Context: an optimization exercise on an open-source flow, tuned for small area, a short achievable clock period and few clock cycles. The choices shown serve that exercise and are no tape-out recipe.
The RTL was checked by simulation tests, not by an equivalence proof against the original design.
Power and IR drop assume default switching activity.

===== flow/design.v =====
module maptable (
   input  logic        clk,
   input  logic        reset_n,
   input  logic [1:0]      in_valid,
   input  logic [1:0]      in_rd_valid,
   input  logic [1:0][4:0] rd_id,
   input  logic [1:0][4:0] rs1_id,
   input  logic [1:0][4:0] rs2_id,
   input  logic [1:0][5:0] alloc_prf,
   input  logic [1:0]      wr_en,
   input  logic [1:0][4:0] wr_arf,
   input  logic [1:0][5:0] wr_prf,
   output logic [3:0][5:0] src_prf,
   output logic [1:0][5:0] prd_old
);
   logic [6*32-1:0] spec, spec_next;
   logic [6*32-1:0] ident;
   logic            byp;
   always_comb begin
      for (int i = 0; i < 32; i++) ident[6*i +: 6] = 6'(i);
   end
   function automatic logic [5:0] rd_map(input logic [6*32-1:0] tbl, input logic [4:0] a);
      logic [5:0] r;
      r = '0;
      for (int i = 0; i < 32; i++) r = r | (tbl[6*i +: 6] & {6{a == 5'(i)}});
      rd_map = r;
   endfunction
   always_comb begin
      byp        = in_valid[0] && in_rd_valid[0];
      src_prf[0] = rd_map(spec, rs1_id[0]);
      src_prf[1] = rd_map(spec, rs2_id[0]);
      src_prf[2] = (byp && rs1_id[1] == rd_id[0]) ? alloc_prf[0] : rd_map(spec, rs1_id[1]);
      src_prf[3] = (byp && rs2_id[1] == rd_id[0]) ? alloc_prf[0] : rd_map(spec, rs2_id[1]);
      prd_old[0] = rd_map(spec, rd_id[0]);
      prd_old[1] = (byp && rd_id[1] == rd_id[0]) ? alloc_prf[0] : rd_map(spec, rd_id[1]);
   end
   always_comb begin
      spec_next = spec;
      for (int i = 0; i < 32; i++) begin
         if (wr_en[0] && wr_arf[0] == 5'(i)) spec_next[6*i +: 6] = wr_prf[0];
         if (wr_en[1] && wr_arf[1] == 5'(i)) spec_next[6*i +: 6] = wr_prf[1];
      end
   end
   always_ff @(posedge clk) begin
      if (!reset_n) spec <= ident;    
      else          spec <= spec_next;
   end
endmodule
module free_list (
   input  logic        clk,
   input  logic        reset_n,
   input  logic [1:0]      alloc_req,
   input  logic [1:0]      rel_en,
   input  logic [1:0][5:0] rel_prf,
   output logic [1:0][5:0] alloc_prf
);
   logic [63:0] free_map;
   logic [63:0] free_next;
   logic [63:0] lo_oh, hi_oh;      
   function automatic logic [63:0] first_one(input logic [63:0] v);
      logic [7:0] any, gsel, below;
      logic [63:0] r;
      for (int g = 0; g < 8; g++) any[g] = |v[8*g +: 8];
      below = '0;
      for (int g = 1; g < 8; g++) below[g] = below[g-1] | any[g-1];
      gsel = any & ~below;
      for (int g = 0; g < 8; g++) begin
         logic [7:0] w, wb;
         w  = v[8*g +: 8];
         wb = '0;
         for (int j = 1; j < 8; j++) wb[j] = wb[j-1] | w[j-1];
         r[8*g +: 8] = w & ~wb & {8{gsel[g]}};
      end
      first_one = r;
   endfunction
   function automatic logic [63:0] reverse(input logic [63:0] v);
      for (int i = 0; i < 64; i++) reverse[i] = v[63-i];
   endfunction
   function automatic logic [5:0] encode(input logic [63:0] oh);
      logic [5:0] r;
      r = '0;
      for (int i = 0; i < 64; i++) r = r | (6'(i) & {6{oh[i]}});
      encode = r;
   endfunction
   always_comb begin
      lo_oh = first_one(free_map);
      hi_oh = reverse(first_one(reverse(free_map)));
      alloc_prf[0] = encode(lo_oh);
      alloc_prf[1] = encode(hi_oh);
   end
   always_comb begin
      free_next = free_map & ~(lo_oh & {64{alloc_req[0]}}) & ~(hi_oh & {64{alloc_req[1]}});
      for (int i = 0; i < 2; i++) begin
         if (rel_en[i]) free_next[rel_prf[i]] = 1'b1;
      end
   end
   always_ff @(posedge clk) begin
      if (!reset_n) begin
         free_map <= {{32{1'b1}}, {32{1'b0}}};
      end else begin
         free_map <= free_next;
      end
   end
endmodule
module rename_rob (
   input  logic            clk,
   input  logic            reset_n,
   input  logic [1:0]      in_valid,
   input  logic [1:0]      in_rd_valid,
   input  logic [1:0][4:0] in_rd_id,
   input  logic [1:0][5:0] in_prd,
   input  logic [1:0][5:0] in_prd_old,
   input  logic            complete_valid,
   input  logic [3:0]      complete_idx,
   input  logic            mispredict_valid,
   input  logic [3:0]      mispredict_idx,
   output logic            ready,
   output logic [1:0][3:0] rob_idx,
   output logic            rec,
   output logic [1:0]      ret_valid,
   output logic [1:0]      rd_valid,
   output logic [1:0][4:0] rd_arf,
   output logic [1:0][5:0] rd_prf,
   output logic [1:0][5:0] rd_prf_old
);
   logic [15:0]      ent_rd_valid;
   logic [15:0][4:0] ent_rd_id;
   logic [15:0][5:0] ent_prd;
   logic [15:0][5:0] ent_prd_old;
   logic [15:0]      ent_done;
   logic [3:0] rp;            
   logic [3:0] rp1;           
   logic [3:0] hn;            
   logic [3:0] tail;          
   logic [4:0] count;         
   logic [1:0] accept;
   logic [1:0] acc_cnt, ret_cnt;
   logic [3:0] lim, hn_nx;
   logic [4:0] cnt_nx;
   logic [3:0] hn1, tail_acc;
   logic       sq_any, r0, r1, done0, done1, last, rec_nx;
   logic [1:0] wr_ev, wr_od;        
   logic       dv_ev, dv_od;
   logic [4:0] rd_ev, rd_od;
   logic [5:0] prd_ev, prd_od, old_ev, old_od;
   logic [15:0] we;
   logic [2:0] ev_i, od_i;
   logic       e_dv, o_dv;
   logic [4:0] e_rd, o_rd;
   logic [5:0] e_prd, o_prd, e_old, o_old;
   always_comb begin
      ready = !rec && ((count <= 5'd14) || (count == 5'd15 && !(in_valid[0] && in_valid[1])));
      accept     = in_valid & {2{ready && !mispredict_valid}};
      rob_idx[0] = tail;
      rob_idx[1] = tail + {3'b0, in_valid[0]};
      acc_cnt    = {1'b0, accept[0]} + {1'b0, accept[1]};
      tail_acc   = tail + {2'b0, acc_cnt};
   end
   always_comb begin
      hn1   = hn + 4'd1;
      last  = (rp == tail) || (rp - 4'd1 == tail);
      done0 = ent_done[hn]  || (complete_valid && complete_idx == hn);
      done1 = ent_done[hn1] || (complete_valid && complete_idx == hn1);
      sq_any = mispredict_idx != tail - 4'd1;
      rec_nx = mispredict_valid ? sq_any : (rec && !last);
      r0      = (count >= 5'd1) && done0 && !mispredict_valid && !(rec && !last);
      r1      = r0 && (count >= 5'd2) && done1;
      ret_cnt = {1'b0, r0} + {1'b0, r1};
      lim     = mispredict_idx + (4'd1 - hn);
      case ({acc_cnt, ret_cnt})
         4'b00_00, 4'b01_01, 4'b10_10: cnt_nx = count;
         4'b01_00, 4'b10_01:           cnt_nx = count + 5'd1;
         4'b10_00:                     cnt_nx = count + 5'd2;
         4'b00_01, 4'b01_10:           cnt_nx = count - 5'd1;
         default:                      cnt_nx = count - 5'd2;
      endcase
      case (ret_cnt)
         2'd0:    hn_nx = hn;
         2'd1:    hn_nx = hn1;
         default: hn_nx = hn + 4'd2;
      endcase
      ev_i  = rp[0] ? rp1[3:1] : rp[3:1];
      od_i  = rp[0] ? rp[3:1]  : rp1[3:1];
      e_dv  = ent_rd_valid[{ev_i, 1'b0}];
      e_rd  = ent_rd_id[{ev_i, 1'b0}];
      e_prd = ent_prd[{ev_i, 1'b0}];
      e_old = ent_prd_old[{ev_i, 1'b0}];
      o_dv  = ent_rd_valid[{od_i, 1'b1}];
      o_rd  = ent_rd_id[{od_i, 1'b1}];
      o_prd = ent_prd[{od_i, 1'b1}];
      o_old = ent_prd_old[{od_i, 1'b1}];
      rd_valid[0]   = rp[0] ? o_dv  : e_dv;
      rd_arf[0]     = rp[0] ? o_rd  : e_rd;
      rd_prf[0]     = rp[0] ? o_prd : e_prd;
      rd_prf_old[0] = rp[0] ? o_old : e_old;
      rd_valid[1]   = (rp[0] ? e_dv : o_dv) && !(rec && rp == tail);
      rd_arf[1]     = rp[0] ? e_rd  : o_rd;
      rd_prf[1]     = rp[0] ? e_prd : o_prd;
      rd_prf_old[1] = rp[0] ? e_old : o_old;
   end
   always_comb begin
      wr_ev  = tail[0] ? 2'b10 : (in_valid[0] ? 2'b01 : 2'b10);
      wr_od  = tail[0] ? (in_valid[0] ? 2'b01 : 2'b10) : 2'b10;
      dv_ev  = wr_ev[0] ? in_rd_valid[0] : in_rd_valid[1];
      rd_ev  = wr_ev[0] ? in_rd_id[0]    : in_rd_id[1];
      prd_ev = wr_ev[0] ? in_prd[0]      : in_prd[1];
      old_ev = wr_ev[0] ? in_prd_old[0]  : in_prd_old[1];
      dv_od  = wr_od[0] ? in_rd_valid[0] : in_rd_valid[1];
      rd_od  = wr_od[0] ? in_rd_id[0]    : in_rd_id[1];
      prd_od = wr_od[0] ? in_prd[0]      : in_prd[1];
      old_od = wr_od[0] ? in_prd_old[0]  : in_prd_old[1];
      for (int i = 0; i < 16; i++)
         we[i] = !rec && ((count <= 5'd15 && tail == 4'(i)) || (count <= 5'd14 && tail + 4'd1 == 4'(i)));
   end
   always_ff @(posedge clk) begin
      for (int i = 0; i < 16; i++) begin
         if (we[i]) begin
            ent_rd_valid[i] <= (i % 2 == 0) ? dv_ev  : dv_od;
            ent_rd_id[i]    <= (i % 2 == 0) ? rd_ev  : rd_od;
            ent_prd[i]      <= (i % 2 == 0) ? prd_ev : prd_od;
            ent_prd_old[i]  <= (i % 2 == 0) ? old_ev : old_od;
            ent_done[i]     <= 1'b0;
         end
      end
      if (complete_valid) ent_done[complete_idx] <= 1'b1;
   end
   always_ff @(posedge clk) begin
      if (!reset_n) begin
         rp        <= '0;
         rp1       <= 4'd1;
         hn        <= '0;
         tail      <= '0;
         count     <= '0;
         rec       <= 1'b0;
         ret_valid <= '0;
      end else begin
         hn        <= hn_nx;
         ret_valid <= {r1, r0};
         rec       <= rec_nx;
         if (mispredict_valid) begin
            tail  <= mispredict_idx + 4'd1;
            count <= {lim == 4'd0, lim};
            rp    <= rec_nx ? tail - 4'd1 : hn;
            rp1   <= rec_nx ? tail - 4'd2 : hn1;
         end else begin
            tail  <= tail_acc;
            count <= cnt_nx;
            rp    <= rec_nx ? rp - 4'd2 : hn;
            rp1   <= rec_nx ? rp - 4'd3 : hn1;
         end
      end
   end
endmodule
module rename_unit (
   input  logic       clk,
   input  logic       reset_n,
   input  logic       in0_valid,
   input  logic       in0_rd_valid,
   input  logic [4:0] in0_rd,
   input  logic [4:0] in0_rs1,
   input  logic [4:0] in0_rs2,
   input  logic       in1_valid,
   input  logic       in1_rd_valid,
   input  logic [4:0] in1_rd,
   input  logic [4:0] in1_rs1,
   input  logic [4:0] in1_rs2,
   output logic       rename_ready,
   output logic [5:0] out0_prf_rs1,
   output logic [5:0] out0_prf_rs2,
   output logic [5:0] out0_prd,
   output logic [5:0] out0_prd_old,
   output logic [3:0] out0_rob_idx,
   output logic [5:0] out1_prf_rs1,
   output logic [5:0] out1_prf_rs2,
   output logic [5:0] out1_prd,
   output logic [5:0] out1_prd_old,
   output logic [3:0] out1_rob_idx,
   input  logic       complete_valid,
   input  logic [3:0] complete_idx,
   input  logic       mispredict_valid,
   input  logic [3:0] mispredict_idx,
   output logic       ret0_valid,
   output logic       ret0_wb,
   output logic [4:0] ret0_arf,
   output logic [5:0] ret0_prf,
   output logic [5:0] ret0_prf_old,
   output logic       ret1_valid,
   output logic       ret1_wb,
   output logic [4:0] ret1_arf,
   output logic [5:0] ret1_prf,
   output logic [5:0] ret1_prf_old
);
   logic [1:0]      alloc_req, in_valid, in_rd_valid;
   logic [1:0][4:0] in_rd, in_rs1, in_rs2;
   logic [1:0][5:0] alloc_prf, prd_old;
   logic [3:0][5:0] src_prf;
   logic [1:0][3:0] rob_idx;
   logic            rec;
   logic [1:0]      ret_valid, rd_valid;
   logic [1:0][4:0] rd_arf;
   logic [1:0][5:0] rd_prf, rd_prf_old;
   assign in_valid    = {in1_valid, in0_valid};
   assign in_rd_valid = {in1_rd_valid, in0_rd_valid};
   assign in_rd       = {in1_rd, in0_rd};
   assign in_rs1      = {in1_rs1, in0_rs1};
   assign in_rs2      = {in1_rs2, in0_rs2};
   assign alloc_req = in_valid & in_rd_valid & {2{rename_ready && !mispredict_valid}};
   assign {out0_prf_rs1, out0_prf_rs2, out0_prd, out0_prd_old, out0_rob_idx} =
          {src_prf[0], src_prf[1], alloc_prf[0], prd_old[0], rob_idx[0]};
   assign {out1_prf_rs1, out1_prf_rs2, out1_prd, out1_prd_old, out1_rob_idx} =
          {src_prf[2], src_prf[3], alloc_prf[1], prd_old[1], rob_idx[1]};
   assign {ret0_valid, ret0_wb, ret0_arf, ret0_prf, ret0_prf_old} =
          {ret_valid[0], rd_valid[0], rd_arf[0], rd_prf[0], rd_prf_old[0]};
   assign {ret1_valid, ret1_wb, ret1_arf, ret1_prf, ret1_prf_old} =
          {ret_valid[1], rd_valid[1], rd_arf[1], rd_prf[1], rd_prf_old[1]};
   maptable u_maptable (
      .clk, .reset_n,
      .in_valid, .in_rd_valid,
      .rd_id (in_rd), .rs1_id (in_rs1), .rs2_id (in_rs2), .alloc_prf,
      .wr_en  (rec ? (rd_valid & {2{rec}}) : alloc_req),
      .wr_arf (rec ? rd_arf : in_rd),
      .wr_prf (rec ? rd_prf_old : alloc_prf),
      .src_prf, .prd_old
   );
   free_list u_free_list (
      .clk, .reset_n, .alloc_req,
      .rel_en  (rec ? rd_valid : (ret_valid & rd_valid)),
      .rel_prf (rec ? rd_prf : rd_prf_old),
      .alloc_prf
   );
   rename_rob u_rename_rob (
      .clk, .reset_n, .in_valid,
      .in_rd_valid, .in_rd_id (in_rd), .in_prd (alloc_prf), .in_prd_old (prd_old),
      .complete_valid, .complete_idx, .mispredict_valid, .mispredict_idx,
      .ready (rename_ready), .rob_idx,
      .rec, .ret_valid, .rd_valid, .rd_arf, .rd_prf, .rd_prf_old
   );
endmodule

===== flow/run.sh =====
#!/bin/bash
# synth_recipe.tcl (not shown) runs the flow's synth.tcl, then flattens the netlist and writes it again
# the make line also repeats each setting of config.mk as NAME=value (left out here)
make -C /OpenROAD-flow-scripts/flow DESIGN_CONFIG=/design/flow/config.mk WORK_HOME=/design/flow/orfs CLKGATE_MAP_FILE= SYNTH_SCRIPT=/design/flow/synth_recipe.tcl finish

===== flow/config.mk =====
export PLATFORM = sky130hd
export DESIGN_NAME = rename_unit
export DESIGN_NICKNAME = rename_unit
export VERILOG_FILES = /design/flow/design.v
export SDC_FILE = /design/flow/constraint.sdc
export NUM_CORES = 4
export LEC_CHECK = 0
export ABC_AREA = 1
export CAP_MARGIN = 20
export CORE_MARGIN = 2
export CORE_UTILIZATION = 25
export PLACE_DENSITY = 0.35
export SETUP_SLACK_MARGIN = 4
export SLEW_MARGIN = 20

===== flow/constraint.sdc =====
create_clock -name core_clock -period 10.0 [get_ports {clk}]
set_input_delay 2.0000 -clock core_clock [delete_from_list [all_inputs] [get_ports {clk}]]
set_output_delay 2.0000 -clock core_clock [all_outputs]
set_load 0.01 [all_outputs]

==> impl_metrics.env, run 1 <==
export IMPL_tightestPinTransition_ns=1.127
export IMPL_clock_sinks=583
export IMPL_synth_fp_nets=6259
export IMPL_critical_path_class="input pin to primary output"
export IMPL_drt_iter0_drc=6032
export IMPL_worst_ir_drop_vdd_uv=263.2
export IMPL_nNetsFinal=6598
export IMPL_place_congestion=1.061
export IMPL_yosysMostFrequentCell="nand2_1"
export IMPL_tns_ns=0
export IMPL_min_period_over_period_pct=62.14
export IMPL_fill_cells=18280
export IMPL_io_buffers=140
export IMPL_synth_edf_count=288
export IMPL_layout_drive_gt1_share_pct=21.51
export IMPL_syn_area_per_cell_um2=6.790
export IMPL_finalCriticalPeriod_ns=6.214
export IMPL_grt_max_degree=61
export IMPL_rows=150
export IMPL_ys_warn_count=3
export IMPL_synthXorXnorAreaFrac_pct=0.7322
export IMPL_ys_ff_latch=583
export IMPL_synth_compound_area_share_pct=19.09
export IMPL_netlist_area_um2=41870
export IMPL_synth_simple_area_share_pct=32.35
export IMPL_skew_ns=0.03707
export IMPL_synth_top_area_share_pct=20.66
export IMPL_hold_buffers=0
export IMPL_whs_path_depth=2
export IMPL_synth_top_area_cell="edfxtp_1"
export IMPL_cts_buffers=79
export IMPL_core_area_um2=166700
export IMPL_die_h_um=413.2
export IMPL_maxSlewViolCount=0
export IMPL_reg2regPathDepth=23
export IMPL_synthToLayoutAreaGrowth_pct=30.41
export IMPL_grt_pass1_wl_um=422900
export IMPL_initial_core_util_pct=25.12
export IMPL_track_usage_pct=36.28
export IMPL_synth_top_family_by_area="simple AND/OR/NAND/NOR gates"
export IMPL_drtAntennaViolNets=0
export IMPL_vias=49910
export IMPL_die_w_um=413.2
export IMPL_tritoncts="done"
export IMPL_drc=0
export IMPL_r2r_start="u_rename_rob.rp[0]"
export IMPL_ys_top_cells_by_count="nand2_1, inv_1, nand3_1"
export IMPL_multiInputGateArea_um2=26390
export IMPL_first_pass_iters=6
export IMPL_critPathLaunchType="input pin"
export IMPL_worstPathRequired_ns=8.00
export IMPL_holdPathEnd="u_maptable.spec[91]"
export IMPL_clkLatencyLatePin_ns=0.73
export IMPL_total_power_mw=11.84
export IMPL_synthAdderAreaFrac_pct=1.440
export IMPL_grt_overflow_total=0
export IMPL_powerDensity_nw_per_um2=216.9
export IMPL_synthCells=6166
export IMPL_final_setup_worst_slack_ns=3.786
export IMPL_async_flop_share_pct=0
export IMPL_finalHoldViolations=0
export IMPL_cp_end_kind="primary output"
export IMPL_outcome="timing/DRC/antenna clean"
export IMPL_h_tree_depth=3
export IMPL_vias_per_cell=5.685
export IMPL_register_area_um2=14560
export IMPL_reg2reg_slack_ns=4.59
export IMPL_synth_cell_type_count=70
export IMPL_dp_hpwl_um=238500
export IMPL_max_slew_margin_pct=24.59
export IMPL_p_leak_nw=22.16
export IMPL_rr_endpoint="u_free_list.free_map[11]"
export IMPL_hp_class="register to register"
export IMPL_wirelength_um=318800
export IMPL_fmax_mhz=160.9
export IMPL_ys_flop_type="dfxtp_1"
export IMPL_first_global_vias=46750
export IMPL_clk_pin_slew_ns=0.06
export IMPL_path_max_fanout=6
export IMPL_ys_seq_area_share_pct=34.76
export IMPL_cap_violations=0
export IMPL_ios=141
export IMPL_arrival_ns=4.21
export IMPL_muxShareOfSynthArea_pct=0
export IMPL_die_area_um2=170800
export IMPL_setup_viol=0
export IMPL_ctsRootBufferMaster="clkbuf_16"
export IMPL_post_place_ws_ns=1.592
export IMPL_hp_start="u_maptable.spec[91]"
export IMPL_netlist_top_cells_area="edfxtp_1, dfxtp_1, nand2_1"
export IMPL_rsz0062_at_grt="true"
export IMPL_antenna_found_initial=28
export IMPL_clock_path_buffers=3
export IMPL_wl_per_cell_um=36.31
stage by stage:
step	instances	cell area (µm²)	hold WS [ns]	utilization, %
after floorplan	6166	41870	0.4481	-
after global placement	8414	45900	0.4650	27.54
after detailed placement	8414	45900	0.4651	27.54
after CTS	8725	53350	0.4819	32.01
after global routing	8772	54580	0.5057	32.75
final	8779	54600	0.4788	32.76
routing by layer:
metal	track usage, %	wire [µm]	part of all wire [%]
met5	0	164	0.051
met4	21.44	22210	7.0
met3	6.383	23530	7.4
met2	54.70	135800	43
met1	48.29	137100	43
power by group:
group | switching [mW] | total (mW) | internal [mW] | leakage [nW]
logic | 4.49 | 5.91 | 1.42 | 15.9
registers | 0.185 | 2.93 | 2.74 | 4.99
clock network | 1.25 | 3.00 | 1.75 | 1.31
sequential cells by signal (all words and copies together), names as in the netlist:
name / count
u_maptable.spec: 192
u_rename_rob.ent_prd: 96
u_rename_rob.ent_prd_old: 96
u_rename_rob.ent_rd_id: 80
u_free_list.free_map: 64
u_rename_rob.ent_done: 16
u_rename_rob.ent_rd_valid: 16
u_rename_rob.count: 5
u_rename_rob.hn: 4
u_rename_rob.rp: 4
u_rename_rob.tail: 4
u_rename_rob.rp1: 3
u_rename_rob.ret_valid: 2
u_rename_rob.rec: 1
worst max-delay path: stages:
cell and delay, ns:
buf_4 0.20, inv_2 0.10, nor2_2 0.14, inv_2 0.10, nor2_2 0.17, nand2_2 0.17, inv_4 0.15, a21oi_1 0.13
o211ai_1 0.37, nor2_1 0.14, a41oi_2 0.32, buf_2 0.19
logic make-up after synthesis:
| group | after synthesis |
|---|---|
| buf+inv | 1184 |
| flops | 583 |
| fa+ha+maj | 47 |
| simple gates | 3051 |
| compound gates | 1266 |
| xor+xnor | 35 |
placed cells by master (no fill, tap or decap), drive strengths merged, types with 75 or more instances in the layout:
cell    count
buf       381
o22ai     294
nand4     120
o221ai     88
o21ai     343
o211ai     75
dfxtp     295
edfxtp    288
inv       949
nand3     699
nor2      660
clkbuf    135
a21oi     265
nand2    1452
worst max path at each step:
stage,end,startpoint,slack (ns),cells after the start
after floorplan,out1_prf_rs1[3],in1_rs1[4],4.31,9
after global placement,out1_prf_rs2[2],in1_rs2[4],1.57,9
after detailed placement,out1_prf_rs2[2],in1_rs2[4],1.59,9
after CTS,out1_prf_rs2[2],in1_rs2[1],3.89,15
after global routing,out1_prf_rs2[2],in1_rs2[0],3.86,10
final,out1_prf_rs2[1],in1_rs2[0],3.79,12
cell type report:
class	instances	area share [%]
flip-flops and latches	583	26.67
multi-input cells	4401	48.34
diodes	7	0.03208
repair inverters	4	0.05271
inverters	963	6.948
clock buffers	124	4.354
well taps	2204	5.051
repair buffers	473	7.979
clock inverters	20	0.5729
what timing repair did:
action                     in CTS  in global routing
setup buffers                 158                 43
pin swaps                     157                111
setup endpoints to repair     119                 54
cloned                          9                  2
resized for setup            1138                195
Testbench counts, summed over its fixed seeds: cycles 50,279.
==> inputs of run 2 (changes only) <==
--- a/flow/config.mk
+++ b/flow/config.mk
@@ -14 +14,2 @@
 export SLEW_MARGIN = 20
+export TNS_END_PERCENT = 5
==> run 2 against run 1 <==
  * Hold slack better by 0.00089 ns
  * Critical path depth up 1
  * Sequential power about the same
  * Critical path type unchanged
  * Non-clock buffer count down 49
  * Total power down 0.51%
  * Cell area down 2.3%
==> impl_metrics.env, run 2 <==
export IMPL_reg2reg_slack_ns=4.53
export IMPL_synth_fp_nets=6259
export IMPL_critPathLaunchType="input pin"
export IMPL_grt_overflow_total=0
export IMPL_min_period_over_period_pct=62.00
export IMPL_total_power_mw=11.78
export IMPL_cts_buffers=79
export IMPL_clock_path_buffers=3
export IMPL_dp_cells=8414
export IMPL_rr_endpoint="u_free_list.free_map[11]"
export IMPL_crit_path_end="out0_prd_old[5]"
export IMPL_worst_ir_drop_vdd_uv=260.5
export IMPL_ys_ff_latch=583
export IMPL_grt_pass1_wl_um=422100
export IMPL_p_switching_mw=5.913
export IMPL_tritoncts="done"
export IMPL_drt_iter0_drc=5867
export IMPL_nNetsFinal=6549
export IMPL_ctsRootBufferMaster="clkbuf_16"
export IMPL_rsz0062_at_grt="true"
export IMPL_finalCriticalPeriod_ns=6.200
export IMPL_antenna_found_initial=25
export IMPL_max_stage_delay_ns=0.33
export IMPL_ys_seq_area_share_pct=34.76
export IMPL_die_area_um2=170800
export IMPL_ys_flop_type="dfxtp_1"
export IMPL_die_h_um=413.2
export IMPL_rows=150
export IMPL_fmax_mhz=161.3
export IMPL_layout_common_cells="nand2_1, inv_1, nand3_1"
export IMPL_grt_max_degree=61
export IMPL_finalHoldViolations=0
export IMPL_crit_cells=13
export IMPL_tightestPinTransition_ns=1.138
export IMPL_reg_top3="u_maptable.spec (192), u_rename_rob.ent_prd (96), u_rename_rob.ent_prd_old (96)"
export IMPL_place_congestion=1.061
export IMPL_largest_register="u_maptable.spec"
export IMPL_crit_buf_inv=5
export IMPL_fin_cells=8731
export IMPL_wirelength_um=318000
export IMPL_layout_drive_gt1_share_pct=19.04
export IMPL_ys_warn_count=3
export IMPL_initial_core_util_pct=25.12
export IMPL_powerDensity_nw_per_um2=220.9
export IMPL_critical_path_top_delay_family="buffers and inverters"
export IMPL_arrival_ns=4.20
export IMPL_seqPwrFrac_pct=24.9
export IMPL_r2r_start="u_rename_rob.rp[0]"
export IMPL_synth_top_area_cell="edfxtp_1"
export IMPL_p_leak_nw=21.78
export IMPL_p_clk_share_pct=25.5
export IMPL_clkLatencyLatePin_ns=0.74
export IMPL_largest_reg_flops=192
export IMPL_vias=49930
export IMPL_worstPathCellList="buf_4, buf_12, clkinvlp_4, nand2_4, nor2_2, nand2_2, o22ai_1, a221oi_2, nand3_1, a2111oi_4, buf_6, nand3_4, buf_6"
export IMPL_core_area_um2=166700
export IMPL_skew_ns=0.04300
export IMPL_internal_power_mw=5.866
export IMPL_path_max_fanout=5
export IMPL_netlist_area_um2=41870
export IMPL_synth_edf_count=288
export IMPL_hp_class="register to register"
export IMPL_wl_per_cell_um=36.42
export IMPL_maxSlewViolCount=0
export IMPL_io_buffers=140
export IMPL_synthCells=6166
export IMPL_clock_sinks=583
export IMPL_drc=0
export IMPL_final_common_cell="nand2_1"
export IMPL_tns_ns=0
export IMPL_synth_top_area_share_pct=20.66
export IMPL_setup_viol=0
export IMPL_cp_end_kind="primary output"
export IMPL_yosysMostFrequentCell="nand2_1"
export IMPL_netlist_top_cells_area="edfxtp_1, dfxtp_1, nand2_1"
export IMPL_first_global_vias=46540
export IMPL_dp_hpwl_um=238500
export IMPL_async_flop_share_pct=0
export IMPL_cp_slowest_cell="a2111oi_4"
export IMPL_clk_pin_slew_ns=0.06
export IMPL_first_pass_iters=6
export IMPL_synthToLayoutAreaGrowth_pct=27.35
export IMPL_reg2regPathDepth=23
export IMPL_final_area_um2=53320
export IMPL_worstPathRequired_ns=8.00
export IMPL_h_tree_depth=3
export IMPL_vias_per_cell=5.718
export IMPL_ios=141
export IMPL_cap_violations=0
export IMPL_switching_share_pct=50.20
export IMPL_crit_top_cell="buf_6"
export IMPL_die_w_um=413.2
export IMPL_hold_ws_ns=0.4797
export IMPL_track_usage_pct=36.21
export IMPL_placed_cell_area_um2=45900
export IMPL_critical_path_class="input pin to primary output"
export IMPL_p_comb_share_pct=49.6
export IMPL_max_slew_margin_pct=23.86
export IMPL_worstSetupStartpoint="in0_rd[2]"
export IMPL_outcome="timing/DRC/antenna clean"
export IMPL_syn_area_per_cell_um2=6.790
export IMPL_hold_buffers=0
export IMPL_ys_top_cells_by_count="nand2_1, inv_1, nand3_1"
export IMPL_drtAntennaViolNets=0
export IMPL_synth_cell_type_count=70
## run 2: cell counts after synthesis
Identical to the previous run, type by type.
## run 2: layer usage
metal	GRT usage, %	vias to the layer above	share of wire, %	wire length [µm]
li1	-	21720	-	-
met1	48.40	24720	43	137600
met2	54.44	2653	43	135200
met3	6.086	814	7.1	22520
met4	21.61	16	7.1	22470
met5	0	-	0.036	113
## run 2: how the worst min path moves through the flow
stage | startpoint | to | slack [ns] | cells past startpoint
floorplan | u_maptable.spec[139] | u_maptable.spec[139] | 0.45 | 2
global placement | u_maptable.spec[109] | u_maptable.spec[109] | 0.46 | 2
detailed placement | u_maptable.spec[91] | u_maptable.spec[91] | 0.47 | 2
CTS | u_maptable.spec[91] | u_maptable.spec[91] | 0.48 | 2
global route | u_maptable.spec[142] | u_maptable.spec[142] | 0.51 | 2
finish | u_maptable.spec[91] | u_maptable.spec[91] | 0.48 | 2
## run 2: final cells by class
cell class,instances,area [µm²]
Tap cell,2204,2758
Clock inverter,20,312.8
Timing Repair Buffer,424,3880
Sequential cell,583,14560
Timing Repair inverter,4,28.78
Fill cell,18390,113300
Multi-Input combinational cell,4401,25590
Antenna cell,8,20.02
Inverter,963,3792
Clock buffer,124,2377
## run 2: cells by family after synthesis
family | synth area share, %
xor gates and xnor gates | 0.7322
AOI/OAI and AO/OA | 19.09
adders and majority gates | 1.440
DFF | 34.76
and+or+nand+nor | 32.35
buffers and inverters | 11.62
## run 2: repair_timing
item	4_1_cts	5_1_grt
buffers inserted	118	34
cloned	8	3
pin swaps	119	69
resized for setup	971	125
hold endpoints to repair	0	0
setup endpoints to repair	119	67
## run 2: power groups by stage
stage	registers [mW]	clock network [mW]	logic, mW
after detailed placement	2.97	0	5.39
after global placement	2.97	0	5.42
after global routing	2.94	3.13	6.03
after CTS	2.92	3.05	5.65
final	2.93	3.01	5.84
after floorplan	2.86	0	2.76
## run 2: worst reg2reg max path: stages, from the launching register on
cell and delay (ns):
dfxtp_4 0.57, buf_8 0.38, nand2_2 0.16, nand2_4 0.21
buf_8 0.32, nand2_1 0.10, nand3_1 0.09, nand3_1 0.14
nand3_1 0.30, nand2_1 0.23, nand2_1 0.10, nand2_1 0.18
inv_1 0.11, ha_1 0.25, nand3_1 0.10, nand2_1 0.08
nand2_1 0.42, inv_2 0.54, nand2_2 0.21, nor2_1 0.57
nand2_1 0.13, nand3_1 0.11, nand2_1 0.05, inv_1 0.07
## run 2: stage by stage
stage,worst slack [ns],util (%)
3_5_place_dp,1.592,27.54
4_1_cts,3.851,31.48
2_1_floorplan,4.311,-
3_3_place_gp,1.572,27.54
6_report,3.800,31.99
5_1_grt,3.825,31.98
==> inputs of run 3 (changes only) <==
--- a/flow/design.v
+++ b/flow/design.v
@@ -21,16 +21,29 @@
    end
-   function automatic logic [5:0] rd_map(input logic [6*32-1:0] tbl, input logic [4:0] a);
-      logic [5:0] r;
+   function automatic logic [5:0] rd_map(input logic [6*32-1:0] tbl, input logic [3:0] p2,
+                                         input logic [7:0] p3);
+      logic [5:0] r, q;
       r = '0;
-      for (int i = 0; i < 32; i++) r = r | (tbl[6*i +: 6] & {6{a == 5'(i)}});
+      for (int g = 0; g < 8; g++) begin
+         q = '0;
+         for (int j = 0; j < 4; j++) q = q | (tbl[6*(4*g+j) +: 6] & {6{p2[j]}});
+         r = r | (q & {6{p3[g]}});
+      end
       rd_map = r;
    endfunction
+   logic [5:0][3:0] p2;
+   logic [5:0][7:0] p3;
+   predecode u_pd0 (.a (rs1_id[0]), .p2 (p2[0]), .p3 (p3[0]));
+   predecode u_pd1 (.a (rs2_id[0]), .p2 (p2[1]), .p3 (p3[1]));
+   predecode u_pd2 (.a (rs1_id[1]), .p2 (p2[2]), .p3 (p3[2]));
+   predecode u_pd3 (.a (rs2_id[1]), .p2 (p2[3]), .p3 (p3[3]));
+   predecode u_pd4 (.a (rd_id[0]),  .p2 (p2[4]), .p3 (p3[4]));
+   predecode u_pd5 (.a (rd_id[1]),  .p2 (p2[5]), .p3 (p3[5]));
    always_comb begin
       byp        = in_valid[0] && in_rd_valid[0];
-      src_prf[0] = rd_map(spec, rs1_id[0]);
-      src_prf[1] = rd_map(spec, rs2_id[0]);
-      src_prf[2] = (byp && rs1_id[1] == rd_id[0]) ? alloc_prf[0] : rd_map(spec, rs1_id[1]);
-      src_prf[3] = (byp && rs2_id[1] == rd_id[0]) ? alloc_prf[0] : rd_map(spec, rs2_id[1]);
-      prd_old[0] = rd_map(spec, rd_id[0]);
-      prd_old[1] = (byp && rd_id[1] == rd_id[0]) ? alloc_prf[0] : rd_map(spec, rd_id[1]);
+      src_prf[0] = rd_map(spec, p2[0], p3[0]);
+      src_prf[1] = rd_map(spec, p2[1], p3[1]);
+      src_prf[2] = (byp && rs1_id[1] == rd_id[0]) ? alloc_prf[0] : rd_map(spec, p2[2], p3[2]);
+      src_prf[3] = (byp && rs2_id[1] == rd_id[0]) ? alloc_prf[0] : rd_map(spec, p2[3], p3[3]);
+      prd_old[0] = rd_map(spec, p2[4], p3[4]);
+      prd_old[1] = (byp && rd_id[1] == rd_id[0]) ? alloc_prf[0] : rd_map(spec, p2[5], p3[5]);
    end
@@ -48,2 +61,12 @@
 endmodule
+module predecode (
+   input  logic [4:0] a,
+   output logic [3:0] p2,
+   output logic [7:0] p3
+);
+   always_comb begin
+      for (int j = 0; j < 4; j++) p2[j] = a[1:0] == 2'(j);
+      for (int g = 0; g < 8; g++) p3[g] = a[4:2] == 3'(g);
+   end
+endmodule
 module free_list (
@@ -118,3 +141,4 @@
    output logic [1:0][3:0] rob_idx,
-   output logic            rec,
+   output logic            umode,       
+   output logic [1:0]      undo_en,
    output logic [1:0]      ret_valid,
@@ -140,2 +164,5 @@
    logic [3:0] hn1, tail_acc;
+   logic       rec;           
+   logic       wk, sq2, more;
+   logic [3:0] tail_nx;
    logic       sq_any, r0, r1, done0, done1, last, rec_nx;
@@ -146,2 +173,3 @@
    logic [15:0] we;
+   logic       rd_valid0, rd_valid1;
    logic [2:0] ev_i, od_i;
@@ -157,2 +185,3 @@
       tail_acc   = tail + {2'b0, acc_cnt};
+      tail_nx    = mispredict_valid ? mispredict_idx + 4'd1 : tail_acc;
    end
@@ -164,3 +193,6 @@
       sq_any = mispredict_idx != tail - 4'd1;
-      rec_nx = mispredict_valid ? sq_any : (rec && !last);
+      sq2    = sq_any && mispredict_idx != tail - 4'd2;
+      wk     = !rec && !ret_valid[0];
+      more   = wk ? (sq2 && mispredict_idx != tail - 4'd3) : sq_any;
+      rec_nx = mispredict_valid ? more : (rec && !last);
       r0      = (count >= 5'd1) && done0 && !mispredict_valid && !(rec && !last);
@@ -191,3 +223,5 @@
       o_old = ent_prd_old[{od_i, 1'b1}];
-      rd_valid[0]   = rp[0] ? o_dv  : e_dv;
+      rd_valid0     = rp[0] ? o_dv  : e_dv;
+      rd_valid1     = rp[0] ? e_dv  : o_dv;
+      rd_valid[0]   = rd_valid0;
       rd_arf[0]     = rp[0] ? o_rd  : e_rd;
@@ -195,3 +229,3 @@
       rd_prf_old[0] = rp[0] ? o_old : e_old;
-      rd_valid[1]   = (rp[0] ? e_dv : o_dv) && !(rec && rp == tail);
+      rd_valid[1]   = rd_valid1;
       rd_arf[1]     = rp[0] ? e_rd  : o_rd;
@@ -199,2 +233,5 @@
       rd_prf_old[1] = rp[0] ? e_old : o_old;
+      umode      = rec || (mispredict_valid && wk);
+      undo_en[0] = (rec || (mispredict_valid && wk && sq_any)) && rd_valid0;
+      undo_en[1] = (rec ? rp != tail : (mispredict_valid && wk && sq2)) && rd_valid1;
    end
@@ -228,4 +265,4 @@
       if (!reset_n) begin
-         rp        <= '0;
-         rp1       <= 4'd1;
+         rp        <= 4'd15;
+         rp1       <= 4'd14;
          hn        <= '0;
@@ -242,4 +279,2 @@
             count <= {lim == 4'd0, lim};
-            rp    <= rec_nx ? tail - 4'd1 : hn;
-            rp1   <= rec_nx ? tail - 4'd2 : hn1;
          end else begin
@@ -247,4 +282,12 @@
             count <= cnt_nx;
-            rp    <= rec_nx ? rp - 4'd2 : hn;
-            rp1   <= rec_nx ? rp - 4'd3 : hn1;
+         end
+         if (rec_nx) begin
+            rp  <= mispredict_valid ? (wk ? tail - 4'd3 : tail - 4'd1) : rp - 4'd2;
+            rp1 <= mispredict_valid ? (wk ? tail - 4'd4 : tail - 4'd2) : rp - 4'd3;
+         end else if (r0) begin
+            rp  <= hn;
+            rp1 <= hn1;
+         end else begin
+            rp  <= tail_nx - 4'd1;
+            rp1 <= tail_nx - 4'd2;
          end
@@ -297,3 +340,4 @@
    logic [1:0][3:0] rob_idx;
-   logic            rec;
+   logic            umode;
+   logic [1:0]      undo_en;
    logic [1:0]      ret_valid, rd_valid;
@@ -319,5 +363,5 @@
       .rd_id (in_rd), .rs1_id (in_rs1), .rs2_id (in_rs2), .alloc_prf,
-      .wr_en  (rec ? (rd_valid & {2{rec}}) : alloc_req),
-      .wr_arf (rec ? rd_arf : in_rd),
-      .wr_prf (rec ? rd_prf_old : alloc_prf),
+      .wr_en  (undo_en | alloc_req),
+      .wr_arf (umode ? rd_arf : in_rd),
+      .wr_prf (umode ? rd_prf_old : alloc_prf),
       .src_prf, .prd_old
@@ -326,4 +370,4 @@
       .clk, .reset_n, .alloc_req,
-      .rel_en  (rec ? rd_valid : (ret_valid & rd_valid)),
-      .rel_prf (rec ? rd_prf : rd_prf_old),
+      .rel_en  (umode ? undo_en : (ret_valid & rd_valid)),
+      .rel_prf (umode ? rd_prf : rd_prf_old),
       .alloc_prf
@@ -335,3 +379,3 @@
       .ready (rename_ready), .rob_idx,
-      .rec, .ret_valid, .rd_valid, .rd_arf, .rd_prf, .rd_prf_old
+      .umode, .undo_en, .ret_valid, .rd_valid, .rd_arf, .rd_prf, .rd_prf_old
    );
--- a/flow/config.mk
+++ b/flow/config.mk
@@ -11,5 +11,9 @@
 export CORE_UTILIZATION = 25
+export CTS_CLUSTER_DIAMETER = 100
+export CTS_CLUSTER_SIZE = 20
 export PLACE_DENSITY = 0.35
-export SETUP_SLACK_MARGIN = 4
+export SETUP_SLACK_MARGIN = 4.4
 export SLEW_MARGIN = 20
+export SYNTH_HIERARCHICAL = 1
+export SYNTH_MINIMUM_KEEP_SIZE = 0
 export TNS_END_PERCENT = 5
==> run 3 against run 2 <==
  * Still clean
  * Worst setup slack gained 0.31 ns
  * Cell count up 0.52%
  * Area after synthesis down 0.57%
  * Sequential share of layout area is 1.8 points higher
  * Combinational power fell by 4.8%
  * Count of clock-buffer cells in the layout down 68
  * First-iteration DRC count decreased by 2.5%
  * Flip-flop and latch count unchanged
  * Synthesized cell count up 4.5%
  * Critical endpoint is now out1_prf_rs1[0]
  * Highest routed layer unchanged
==> impl_metrics.env, run 3 <==
export IMPL_wirelength_um=261200
export IMPL_fin_cells=8776
export IMPL_cp_end_kind="primary output"
export IMPL_synth_cell_type_count=63
export IMPL_ys_flop_type="dfxtp_1"
export IMPL_seqPwrFrac_pct=29.1
export IMPL_p_leak_nw=21.07
export IMPL_core_area_um2=165200
export IMPL_synthToLayoutAreaGrowth_pct=20.16
export IMPL_layout_drive_gt1_share_pct=11.72
export IMPL_tritoncts="done"
export IMPL_grt_overflow_total=0
export IMPL_die_area_um2=169800
export IMPL_wl_per_cell_um=29.76
export IMPL_ys_seq_area_share_pct=34.96
export IMPL_yosysMostFrequentCell="nand2_1"
export IMPL_final_common_cell="nand2_1"
export IMPL_p_comb_share_pct=52.7
export IMPL_worstPathRequired_ns=8.00
export IMPL_synth_edf_count=288
export IMPL_netlist_area_um2=41630
export IMPL_setup_viol=0
export IMPL_rows=149
export IMPL_internal_power_mw=5.050
export IMPL_io_buffers=140
export IMPL_max_stage_delay_ns=0.31
export IMPL_register_area_um2=14560
export IMPL_netlist_top_cells_area="edfxtp_1, nand2_1, dfxtp_1"
export IMPL_arrival_ns=3.89
export IMPL_switching_share_pct=52.17
export IMPL_finalCriticalPeriod_ns=5.893
export IMPL_nNetsFinal=6662
export IMPL_powerDensity_nw_per_um2=211.1
export IMPL_clock_sinks=583
export IMPL_clk_pin_slew_ns=0.09
export IMPL_vias=47930
export IMPL_ys_ff_latch=583
export IMPL_grt_max_degree=63
export IMPL_synth_fp_nets=6553
export IMPL_ios=141
export IMPL_fmax_mhz=169.7
export IMPL_min_period_over_period_pct=58.93
export IMPL_critPathLaunchType="input pin"
export IMPL_ctsRootBufferMaster="clkbuf_16"
export IMPL_tns_ns=0
export IMPL_rsz0062_at_grt="true"
export IMPL_outcome="timing/DRC/antenna clean"
export IMPL_worstPathCellList="buf_4, inv_2, nor2_4, buf_12, bufbuf_16, nand2_1, nand2_1, o21ai_1, nand2_1, nor2_4, nand2_4, nand2_1, nand2_1, clkdlybuf4s15_2"
export IMPL_path_max_fanout=24
export IMPL_async_flop_share_pct=0
export IMPL_h_tree_depth=2
export IMPL_multiInputGateArea_um2=24840
export IMPL_die_h_um=412.1
export IMPL_crit_buf_inv=5
export IMPL_finalHoldViolations=0
export IMPL_synthCells=6444
export IMPL_first_global_vias=44710
export IMPL_worst_ir_drop_vdd_uv=134.1
export IMPL_ys_top_cells_by_count="nand2_1, o21ai_0, nor2_1"
export IMPL_p_switching_mw=5.509
export IMPL_track_usage_pct=29.93
export IMPL_place_congestion=0.9978
export IMPL_skew_ns=0.07029
export IMPL_drt_iter0_drc=5719
export IMPL_critical_path_class="input pin to primary output"
export IMPL_largest_register="u_maptable.spec"
export IMPL_drtAntennaViolNets=0
export IMPL_grt_pass1_wl_um=362000
export IMPL_dp_hpwl_um=186500
export IMPL_tightestPinTransition_ns=1.180
export IMPL_clkLatencyLatePin_ns=0.70
export IMPL_cap_violations=0
export IMPL_synth_top_area_share_pct=20.77
export IMPL_first_pass_iters=8
export IMPL_max_slew_margin_pct=20.83
export IMPL_synth_top_area_cell="edfxtp_1"
export IMPL_cts_buffers=42
export IMPL_largest_reg_flops=192
export IMPL_critical_path_top_delay_family="buffers and inverters"
export IMPL_fill_cells=18360
export IMPL_ys_warn_count=10
export IMPL_hp_class="register to register"
export IMPL_reg_top3="u_maptable.spec (192), u_rename_rob.ent_prd (96), u_rename_rob.ent_prd_old (96)"
export IMPL_initial_core_util_pct=25.20
export IMPL_drc=0
export IMPL_cp_slowest_cell="bufbuf_16"
export IMPL_vias_per_cell=5.461
export IMPL_antenna_found_initial=14
export IMPL_maxSlewViolCount=0
export IMPL_p_clk_share_pct=18.2
export IMPL_syn_area_per_cell_um2=6.460
export IMPL_crit_top_cell="nand2_1"
export IMPL_die_w_um=412.1
export IMPL_clock_path_buffers=3
export IMPL_dp_cells=8566
export IMPL_layout_common_cells="nand2_1, o21ai_0, inv_1"
==> run 3: changes by cell type in the layout (fill, tap and decap cells not counted), sizes merged, moves of 26 or more <==
cell,before,now
a2111oi,46,0
a21oi,265,176
a221oi,37,2
a31oi,16,72
buf,323,257
clkbuf,132,58
inv,951,564
nand2,1452,2195
nand3,699,312
nor4,34,2
o211ai,75,49
o21ai,343,931
o221ai,88,49
o22ai,294,132
==> run 3: per-layer routing <==
| layer | GRT usage [%] | part of all wire (%) |
|---|---|---|
| met4 | 16.78 | 6.8 |
| met2 | 45.94 | 43 |
| met3 | 4.532 | 7.3 |
| met5 | 0 | 0.026 |
| met1 | 40.00 | 43 |
==> run 3: logic make-up after synthesis <==
group	Yosys count	synth area share, %
flip-flops	583	34.96
AND/OR/NAND/NOR	3330	32.76
adder cells (fa/ha/maj)	63	1.930
multiplexers	1	0.02405
buffers and inverters	895	8.608
XOR/XNOR	43	0.9498
AO/OA/AOI/OAI	1529	20.77
==> run 3: per-module statistics from Yosys (local to each module, per instance) <==
module,cells,times used,flip-flops and latches
predecode,22,6,0
rename_unit,127,1,0
free_list,1151,1,64
maptable,3465,1,192
rename_rob,1569,1,327
==> run 3: worst paths after layout <==
kind,startpoint,end,slack (ns),depth (start not counted)
hold / removal,u_free_list.free_map[42],u_free_list.free_map[42],0.48,2
setup reg to reg,u_rename_rob.rp[0],u_maptable.spec[119],4.94,20
setup / recovery,in1_rs1[0],out1_prf_rs1[0],4.11,14
hold reg to reg,u_free_list.free_map[42],u_free_list.free_map[42],0.48,2
==> run 3: worst register-to-register path, delay by kind of cell (launching register included) <==
kind	cells	cell delay [ns]
flip-flops	1	0.49
AO/OA/AOI/OAI	6	0.91
buffers and inverters	6	1.33
AND/OR/NAND/NOR	8	2.22
==> run 3: layout make-up <==
class / count / area share, %
multi-input combinational: 4968 / 49.65
timing repair buffer: 379 / 8.144
timing repair inverter: 6 / 0.09755
sequential: 583 / 29.10
clock buffer: 56 / 2.289
antenna: 2 / 0.01000
clock inverter: 20 / 0.5028
tap: 2189 / 5.475
inverter: 573 / 4.735
==> run 3: repair_timing <==
| item | 4_1_cts | 5_1_grt |
|---|---|---|
| buffers inserted | 105 | 1 |
| endpoints found under the setup margin | 274 | 184 |
| hold endpoints to repair | 0 | 0 |
| pin swaps | 131 | 4 |
| gates cloned | 26 | 0 |
| resized for setup | 835 | 33 |
| hold buffers | 0 | 0 |
==> run 3: per-stage QoR <==
step	power [mW]	setup slack [ns]	instance area, µm²	hold slack [ns]	utilization (%)
finish	10.56	4.107	50020	0.4833	30.28
global route	11.00	4.058	50020	0.5072	30.28
CTS	10.48	4.196	49910	0.4886	30.21
detailed placement	8.042	2.229	45360	0.4747	27.46
global placement	8.089	2.187	45360	0.4734	27.46
floorplan	5.463	4.894	41630	0.4526	-
==> run 3: power by group through the flow <==
stage	logic [mW]	clock network, mW	registers, mW
after global placement	4.98	0	3.11
after CTS	5.43	1.99	3.06
after global routing	5.87	2.06	3.07
final	5.56	1.92	3.07
after detailed placement	4.93	0	3.11
after floorplan	2.53	0	2.93
Testbench counts of run 3, summed over its fixed seeds: cycles 49,823.
==> inputs of run 4 (changes only) <==
--- a/flow/design.v
+++ b/flow/design.v
@@ -79,4 +79,4 @@
 );
-   logic [63:0] free_map;
-   logic [63:0] free_next;
+   logic [63:0] free_map;          
+   logic [63:0] avail;             
    logic [63:0] lo_oh, hi_oh;      
@@ -110,9 +110,5 @@
       hi_oh = reverse(first_one(reverse(free_map)));
-      alloc_prf[0] = encode(lo_oh);
-      alloc_prf[1] = encode(hi_oh);
-   end
-   always_comb begin
-      free_next = free_map & ~(lo_oh & {64{alloc_req[0]}}) & ~(hi_oh & {64{alloc_req[1]}});
+      avail = free_map & ~(lo_oh & {64{alloc_req[0]}}) & ~(hi_oh & {64{alloc_req[1]}});
       for (int i = 0; i < 2; i++) begin
-         if (rel_en[i]) free_next[rel_prf[i]] = 1'b1;
+         if (rel_en[i]) avail[rel_prf[i]] = 1'b1;
       end
@@ -121,5 +117,9 @@
       if (!reset_n) begin
-         free_map <= {{32{1'b1}}, {32{1'b0}}};
+         free_map     <= {1'b0, {30{1'b1}}, 1'b0, {32{1'b0}}};
+         alloc_prf[0] <= 6'd32;
+         alloc_prf[1] <= 6'd63;
       end else begin
-         free_map <= free_next;
+         free_map <= avail;
+         if (alloc_req[0]) alloc_prf[0] <= encode(lo_oh);
+         if (alloc_req[1]) alloc_prf[1] <= encode(hi_oh);
       end
@@ -141,9 +141,12 @@
    output logic [1:0][3:0] rob_idx,
-   output logic            umode,       
-   output logic [1:0]      undo_en,
    output logic [1:0]      ret_valid,
-   output logic [1:0]      rd_valid,
-   output logic [1:0][4:0] rd_arf,
-   output logic [1:0][5:0] rd_prf,
-   output logic [1:0][5:0] rd_prf_old
+   output logic [1:0]      ret_wb,
+   output logic [1:0][4:0] ret_arf,
+   output logic [1:0][5:0] ret_prf,
+   output logic [1:0][5:0] ret_prf_old,
+   output logic            rec,
+   output logic [1:0]      undo_en,
+   output logic [1:0][4:0] undo_arf,
+   output logic [1:0][5:0] undo_prf,
+   output logic [1:0][5:0] undo_prf_old
 );
@@ -154,5 +157,4 @@
    logic [15:0]      ent_done;
-   logic [3:0] rp;            
-   logic [3:0] rp1;           
    logic [3:0] hn;            
+   logic [3:0] wp;            
    logic [3:0] tail;          
@@ -164,5 +166,2 @@
    logic [3:0] hn1, tail_acc;
-   logic       rec;           
-   logic       wk, sq2, more;
-   logic [3:0] tail_nx;
    logic       sq_any, r0, r1, done0, done1, last, rec_nx;
@@ -173,3 +172,3 @@
    logic [15:0] we;
-   logic       rd_valid0, rd_valid1;
+   logic       a0;                  
    logic [2:0] ev_i, od_i;
@@ -178,2 +177,5 @@
    logic [5:0] e_prd, o_prd, e_old, o_old;
+   logic [1:0]      p_dv;
+   logic [1:0][4:0] p_rd;
+   logic [1:0][5:0] p_prd, p_old;
    always_comb begin
@@ -185,3 +187,29 @@
       tail_acc   = tail + {2'b0, acc_cnt};
-      tail_nx    = mispredict_valid ? mispredict_idx + 4'd1 : tail_acc;
+   end
+   always_comb begin
+      a0   = rec ? wp[0] : hn[0];
+      ev_i = rec ? wp[3:1] : hn[3:1] + {2'b0, hn[0]};
+      od_i = rec ? wp[3:1] - {2'b0, !wp[0]} : hn[3:1];
+      e_dv  = ent_rd_valid[{ev_i, 1'b0}];
+      e_rd  = ent_rd_id[{ev_i, 1'b0}];
+      e_prd = ent_prd[{ev_i, 1'b0}];
+      e_old = ent_prd_old[{ev_i, 1'b0}];
+      o_dv  = ent_rd_valid[{od_i, 1'b1}];
+      o_rd  = ent_rd_id[{od_i, 1'b1}];
+      o_prd = ent_prd[{od_i, 1'b1}];
+      o_old = ent_prd_old[{od_i, 1'b1}];
+      p_dv[0]  = a0 ? o_dv  : e_dv;
+      p_rd[0]  = a0 ? o_rd  : e_rd;
+      p_prd[0] = a0 ? o_prd : e_prd;
+      p_old[0] = a0 ? o_old : e_old;
+      p_dv[1]  = a0 ? e_dv  : o_dv;
+      p_rd[1]  = a0 ? e_rd  : o_rd;
+      p_prd[1] = a0 ? e_prd : o_prd;
+      p_old[1] = a0 ? e_old : o_old;
+      last         = (wp == tail) || (wp - 4'd1 == tail);
+      undo_en[0]   = rec && p_dv[0];
+      undo_en[1]   = rec && (wp != tail) && p_dv[1];
+      undo_arf     = p_rd;
+      undo_prf     = p_prd;
+      undo_prf_old = p_old;
    end
@@ -189,3 +217,2 @@
       hn1   = hn + 4'd1;
-      last  = (rp == tail) || (rp - 4'd1 == tail);
       done0 = ent_done[hn]  || (complete_valid && complete_idx == hn);
@@ -193,7 +220,4 @@
       sq_any = mispredict_idx != tail - 4'd1;
-      sq2    = sq_any && mispredict_idx != tail - 4'd2;
-      wk     = !rec && !ret_valid[0];
-      more   = wk ? (sq2 && mispredict_idx != tail - 4'd3) : sq_any;
-      rec_nx = mispredict_valid ? more : (rec && !last);
-      r0      = (count >= 5'd1) && done0 && !mispredict_valid && !(rec && !last);
+      rec_nx = mispredict_valid ? sq_any : (rec && !last);
+      r0      = (count >= 5'd1) && done0 && !mispredict_valid && !rec;
       r1      = r0 && (count >= 5'd2) && done1;
@@ -213,25 +237,2 @@
       endcase
-      ev_i  = rp[0] ? rp1[3:1] : rp[3:1];
-      od_i  = rp[0] ? rp[3:1]  : rp1[3:1];
-      e_dv  = ent_rd_valid[{ev_i, 1'b0}];
-      e_rd  = ent_rd_id[{ev_i, 1'b0}];
-      e_prd = ent_prd[{ev_i, 1'b0}];
-      e_old = ent_prd_old[{ev_i, 1'b0}];
-      o_dv  = ent_rd_valid[{od_i, 1'b1}];
-      o_rd  = ent_rd_id[{od_i, 1'b1}];
-      o_prd = ent_prd[{od_i, 1'b1}];
-      o_old = ent_prd_old[{od_i, 1'b1}];
-      rd_valid0     = rp[0] ? o_dv  : e_dv;
-      rd_valid1     = rp[0] ? e_dv  : o_dv;
-      rd_valid[0]   = rd_valid0;
-      rd_arf[0]     = rp[0] ? o_rd  : e_rd;
-      rd_prf[0]     = rp[0] ? o_prd : e_prd;
-      rd_prf_old[0] = rp[0] ? o_old : e_old;
-      rd_valid[1]   = rd_valid1;
-      rd_arf[1]     = rp[0] ? e_rd  : o_rd;
-      rd_prf[1]     = rp[0] ? e_prd : o_prd;
-      rd_prf_old[1] = rp[0] ? e_old : o_old;
-      umode      = rec || (mispredict_valid && wk);
-      undo_en[0] = (rec || (mispredict_valid && wk && sq_any)) && rd_valid0;
-      undo_en[1] = (rec ? rp != tail : (mispredict_valid && wk && sq2)) && rd_valid1;
    end
@@ -264,6 +265,11 @@
    always_ff @(posedge clk) begin
+      ret_wb      <= p_dv;
+      ret_arf     <= p_rd;
+      ret_prf     <= p_prd;
+      ret_prf_old <= p_old;
+   end
+   always_ff @(posedge clk) begin
       if (!reset_n) begin
-         rp        <= 4'd15;
-         rp1       <= 4'd14;
          hn        <= '0;
+         wp        <= '0;
          tail      <= '0;
@@ -279,2 +285,3 @@
             count <= {lim == 4'd0, lim};
+            wp    <= tail - 4'd1;
          end else begin
@@ -282,12 +289,3 @@
             count <= cnt_nx;
-         end
-         if (rec_nx) begin
-            rp  <= mispredict_valid ? (wk ? tail - 4'd3 : tail - 4'd1) : rp - 4'd2;
-            rp1 <= mispredict_valid ? (wk ? tail - 4'd4 : tail - 4'd2) : rp - 4'd3;
-         end else if (r0) begin
-            rp  <= hn;
-            rp1 <= hn1;
-         end else begin
-            rp  <= tail_nx - 4'd1;
-            rp1 <= tail_nx - 4'd2;
+            wp    <= wp - 4'd2;
          end
@@ -340,7 +338,9 @@
    logic [1:0][3:0] rob_idx;
-   logic            umode;
+   logic [1:0]      ret_valid, ret_wb;
+   logic [1:0][4:0] ret_arf;
+   logic [1:0][5:0] ret_prf, ret_prf_old;
+   logic            rec;
    logic [1:0]      undo_en;
-   logic [1:0]      ret_valid, rd_valid;
-   logic [1:0][4:0] rd_arf;
-   logic [1:0][5:0] rd_prf, rd_prf_old;
+   logic [1:0][4:0] undo_arf;
+   logic [1:0][5:0] undo_prf, undo_prf_old;
    assign in_valid    = {in1_valid, in0_valid};
@@ -356,5 +356,5 @@
    assign {ret0_valid, ret0_wb, ret0_arf, ret0_prf, ret0_prf_old} =
-          {ret_valid[0], rd_valid[0], rd_arf[0], rd_prf[0], rd_prf_old[0]};
+          {ret_valid[0], ret_wb[0], ret_arf[0], ret_prf[0], ret_prf_old[0]};
    assign {ret1_valid, ret1_wb, ret1_arf, ret1_prf, ret1_prf_old} =
-          {ret_valid[1], rd_valid[1], rd_arf[1], rd_prf[1], rd_prf_old[1]};
+          {ret_valid[1], ret_wb[1], ret_arf[1], ret_prf[1], ret_prf_old[1]};
    maptable u_maptable (
@@ -363,5 +363,5 @@
       .rd_id (in_rd), .rs1_id (in_rs1), .rs2_id (in_rs2), .alloc_prf,
-      .wr_en  (undo_en | alloc_req),
-      .wr_arf (umode ? rd_arf : in_rd),
-      .wr_prf (umode ? rd_prf_old : alloc_prf),
+      .wr_en  (rec ? undo_en : alloc_req),
+      .wr_arf (rec ? undo_arf : in_rd),
+      .wr_prf (rec ? undo_prf_old : alloc_prf),
       .src_prf, .prd_old
@@ -370,4 +370,4 @@
       .clk, .reset_n, .alloc_req,
-      .rel_en  (umode ? undo_en : (ret_valid & rd_valid)),
-      .rel_prf (umode ? rd_prf : rd_prf_old),
+      .rel_en  (rec ? undo_en : (ret_valid & ret_wb)),
+      .rel_prf (rec ? undo_prf : ret_prf_old),
       .alloc_prf
@@ -379,3 +379,4 @@
       .ready (rename_ready), .rob_idx,
-      .umode, .undo_en, .ret_valid, .rd_valid, .rd_arf, .rd_prf, .rd_prf_old
+      .ret_valid, .ret_wb, .ret_arf, .ret_prf, .ret_prf_old,
+      .rec, .undo_en, .undo_arf, .undo_prf, .undo_prf_old
    );
--- a/flow/config.mk
+++ b/flow/config.mk
@@ -11,6 +11,4 @@
 export CORE_UTILIZATION = 25
-export CTS_CLUSTER_DIAMETER = 100
-export CTS_CLUSTER_SIZE = 20
 export PLACE_DENSITY = 0.35
-export SETUP_SLACK_MARGIN = 4.4
+export SETUP_SLACK_MARGIN = 4.5
 export SLEW_MARGIN = 20
==> run 4 against run 3 <==
  * Critical path type unchanged
  * Area after synthesis grew 1.3%
  * Critical endpoint is now out1_prf_rs1[1]
  * Largest cell class unchanged
  * Worst setup slack gained 0.22 ns
  * Sequential power is essentially flat
  * Still clean
  * Utilization grew 1.4 points
==> impl_metrics.env, run 4 <==
export IMPL_worstPathCellList="clkdlybuf4s15_2, inv_1, nand2_1, nor2_4, buf_12, buf_4, nand2_1, nand2_2, nor2_4, nand2_2, nand2_2, nand2_2, buf_2"
export IMPL_die_h_um=414.7
export IMPL_netlist_area_um2=42170
export IMPL_cts_buffers=81
export IMPL_track_usage_pct=29.68
export IMPL_layout_drive_gt1_share_pct=14.43
export IMPL_outcome="timing/DRC/antenna clean"
export IMPL_clkLatencyLatePin_ns=0.72
export IMPL_grt_max_degree=64
export IMPL_ys_seq_area_share_pct=36.65
export IMPL_synth_cell_type_count=64
export IMPL_wirelength_um=265200
export IMPL_ctsRootBufferMaster="clkbuf_16"
export IMPL_maxSlewViolCount=0
export IMPL_synth_edf_count=288
export IMPL_cp_end_kind="primary output"
export IMPL_grt_overflow_total=0
export IMPL_first_global_vias=45500
export IMPL_dp_cells=8499
export IMPL_netlist_top_cells_area="edfxtp_1, nand2_1, dfxtp_1"
export IMPL_p_comb_share_pct=31.5
export IMPL_rsz0062_at_grt="true"
export IMPL_p_leak_nw=21.94
export IMPL_setup_viol=0
export IMPL_hold_buffers=0
export IMPL_seqPwrFrac_pct=34.5
export IMPL_critPathLaunchType="input pin"
export IMPL_powerDensity_nw_per_um2=168.7
export IMPL_tritoncts="done"
export IMPL_critical_path_top_delay_family="simple AND/OR/NAND/NOR gates"
export IMPL_skew_ns=0.04332
export IMPL_first_pass_iters=8
export IMPL_worst_ir_drop_vdd_uv=125.1
export IMPL_clk_pin_slew_ns=0.06
export IMPL_drc=0
export IMPL_vias_per_cell=5.495
export IMPL_dp_hpwl_um=186100
export IMPL_tns_ns=0
export IMPL_synthCells=6361
export IMPL_nNetsFinal=6656
export IMPL_drtAntennaViolNets=0
export IMPL_worstPathRequired_ns=8.00
export IMPL_antenna_found_initial=5
export IMPL_fmax_mhz=176.3
export IMPL_clock_path_buffers=3
export IMPL_p_clk_share_pct=34.0
export IMPL_ys_ff_latch=628
export IMPL_syn_area_per_cell_um2=6.629
export IMPL_crit_buf_inv=5
export IMPL_synth_top_area_cell="edfxtp_1"
export IMPL_ys_top_cells_by_count="nand2_1, o21ai_0, nor2_1"
export IMPL_ios=141
export IMPL_async_flop_share_pct=0
export IMPL_place_congestion=0.9880
export IMPL_largest_register="u_maptable.spec"
export IMPL_cp_slowest_cell="clkdlybuf4s15_2"
export IMPL_internal_power_mw=5.465
export IMPL_h_tree_depth=3
export IMPL_initial_core_util_pct=25.19
export IMPL_layout_common_cells="nand2_1, o21ai_0, nor2_1"
export IMPL_min_period_over_period_pct=56.72
export IMPL_critical_path_class="input pin to primary output"
export IMPL_rows=150
export IMPL_ys_flop_type="dfxtp_1"
export IMPL_clock_sinks=628
export IMPL_max_stage_delay_ns=0.26
export IMPL_switching_share_pct=38.89
export IMPL_io_buffers=140
export IMPL_synth_top_area_share_pct=20.51
export IMPL_arrival_ns=3.67
export IMPL_final_common_cell="nand2_1"
export IMPL_fin_cells=8834
export IMPL_die_w_um=414.7
export IMPL_max_slew_margin_pct=27.58
export IMPL_wl_per_cell_um=30.02
export IMPL_fill_cells=18380
export IMPL_reg2reg_slack_ns=4.77
export IMPL_hp_class="register to register"
export IMPL_yosysMostFrequentCell="nand2_1"
export IMPL_finalCriticalPeriod_ns=5.672
export IMPL_synth_fp_nets=6458
export IMPL_vias=48540
export IMPL_synthToLayoutAreaGrowth_pct=25.74
export IMPL_p_switching_mw=3.477
export IMPL_ys_warn_count=10
export IMPL_tightestPinTransition_ns=1.072
export IMPL_grt_pass1_wl_um=366200
export IMPL_reg_top3="u_maptable.spec (192), u_rename_rob.ent_prd (96), u_rename_rob.ent_prd_old (96)"
export IMPL_drt_iter0_drc=5763
export IMPL_cap_violations=0
export IMPL_finalHoldViolations=0
export IMPL_path_max_fanout=5
export IMPL_largest_reg_flops=192
export IMPL_core_area_um2=167400
export IMPL_die_area_um2=172000
export IMPL_crit_top_cell="nand2_2"
==> run 4: changes by cell type after synthesis, sizes merged, moves of 10 or more <==
cell | before | now
o21ai | 931 | 856
dfxtp | 295 | 340
o221ai | 49 | 85
inv | 563 | 531
nand2 | 2195 | 2166
o22ai | 132 | 114
nand3 | 312 | 295
ha | 61 | 49
nand4 | 106 | 118
a21oi | 176 | 165
a32oi | 19 | 9
==> run 4: what timing repair did <==
item | in CTS | in global routing
setup buffers | 125 | 13
setup endpoints to repair | 357 | 174
cloned | 37 | 6
resized for setup | 922 | 135
pin swaps | 181 | 74
==> run 4: tightest hold or removal path: cells and delay by family (launching register included) <==
family	cells	cell delay, ns
compound gates	1	0.07
buf+inv	1	0.06
flops	1	0.31
==> run 4: layout make-up <==
type / count / area [µm²] / share of cell area (%)
diodes: 6 / 15.01 / 0.02832
clock buffers: 115 / 2316 / 4.368
clock inverters: 33 / 392.9 / 0.7410
inverters: 543 / 2203 / 4.156
multi-input cells: 4877 / 24700 / 46.59
flip-flops and latches: 628 / 15460 / 29.17
well taps: 2204 / 2758 / 5.201
repair buffers: 426 / 5144 / 9.701
repair inverters: 2 / 25.02 / 0.04720
==> run 4: Yosys stat by module, one instance, submodules excluded <==
module       cells  flip-flops and latches  times used  cell area, µm²
maptable      3465                     192           1           18120
rename_rob    1474                     360           1           15970
free_list     1160                      76           1            7048
rename_unit    130                       0           1           528.0
predecode       22                       0           6           82.58
==> run 4: cells by family after synthesis <==
family / after synthesis / synth area share [%]
AND/OR/NAND/NOR: 3307 / 32.55
adder cells (fa/ha/maj): 51 / 1.549
flip-flops: 628 / 36.65
AO/OA/AOI/OAI: 1469 / 20.12
buffers and inverters: 862 / 8.157
XOR/XNOR: 44 / 0.9674
==> run 4: stage by stage <==
stage	hold WS (ns)	cell area, µm²	power, mW	util, %	worst slack, ns
after floorplan	0.4579	42170	4.338	-	4.894
after global placement	0.4823	45940	5.616	27.44	2.263
after detailed placement	0.4842	45960	5.599	27.45	2.196
after CTS	0.4944	52440	8.913	31.32	4.362
after global routing	0.5231	53010	9.270	31.66	4.298
final	0.4943	53020	8.942	31.67	4.328
==> run 4: power by group through the flow <==
stage	clock network, mW	registers, mW	logic, mW
after global placement	0	3.14	2.47
final	3.04	3.09	2.81
after CTS	3.10	3.09	2.72
after floorplan	0	3.07	1.26
after detailed placement	0	3.14	2.46
after global routing	3.20	3.10	2.97
==> run 4: metal layers <==
layer	GRT usage (%)	part of all wire, %
met5	0	0.0030
met4	16.55	6.7
met3	4.823	7.4
met2	45.47	43
met1	39.61	43
==> run 4: path summary, 6_finish.rpt <==
| check | endpoint | cells after the start | startpoint |
|---|---|---|---|
| worst max-delay path | out1_prf_rs1[1] | 13 | in1_rs1[3] |
| worst max register to register | u_free_list.free_map[28] | 20 | u_rename_rob.rec |
| worst min-delay path | u_rename_rob.ent_done[12] | 2 | u_rename_rob.ent_done[12] |
| worst min register to register | u_rename_rob.ent_done[12] | 2 | u_rename_rob.ent_done[12] |
Testbench counts of run 4, summed over its fixed seeds: cycles 50,282.

==> static timing again, ports no longer ideal <==
The results above use ideal ports. As a check the final layouts listed here were re-extracted and re-timed, cells and wires unchanged.
Step 1 assumes that a clkbuf_16 drives the clock port and a buf_2 every other input.
Step 2 also shifts input and output timing later by t, the mid clock arrival at the registers, as if the neighbouring blocks saw the same clock.
Slacks: no drivers / after step 1 / after step 2; pairs: no drivers / after step 1.
run | t, ns | setup WS [ns] | hold WS [ns]
run 1 | 0.803 | 3.786 / 3.762 / 3.552 | 0.479 / 0.479 / 0.479
run 2 | 0.807 | 3.800 / 3.681 / 3.604 | 0.480 / 0.480 / 0.480
run 3 | 0.745 | 4.107 / 4.076 / 3.801 | 0.483 / 0.483 / 0.483
run 4 | 0.782 | 4.328 / 4.248 / 4.089 | 0.494 / 0.494 / 0.494
After both steps every run listed still meets setup and hold. For run 3, which loses most, drivers alone change the setup slack by -0.031 ns; drivers and shift together by -0.306 ns.
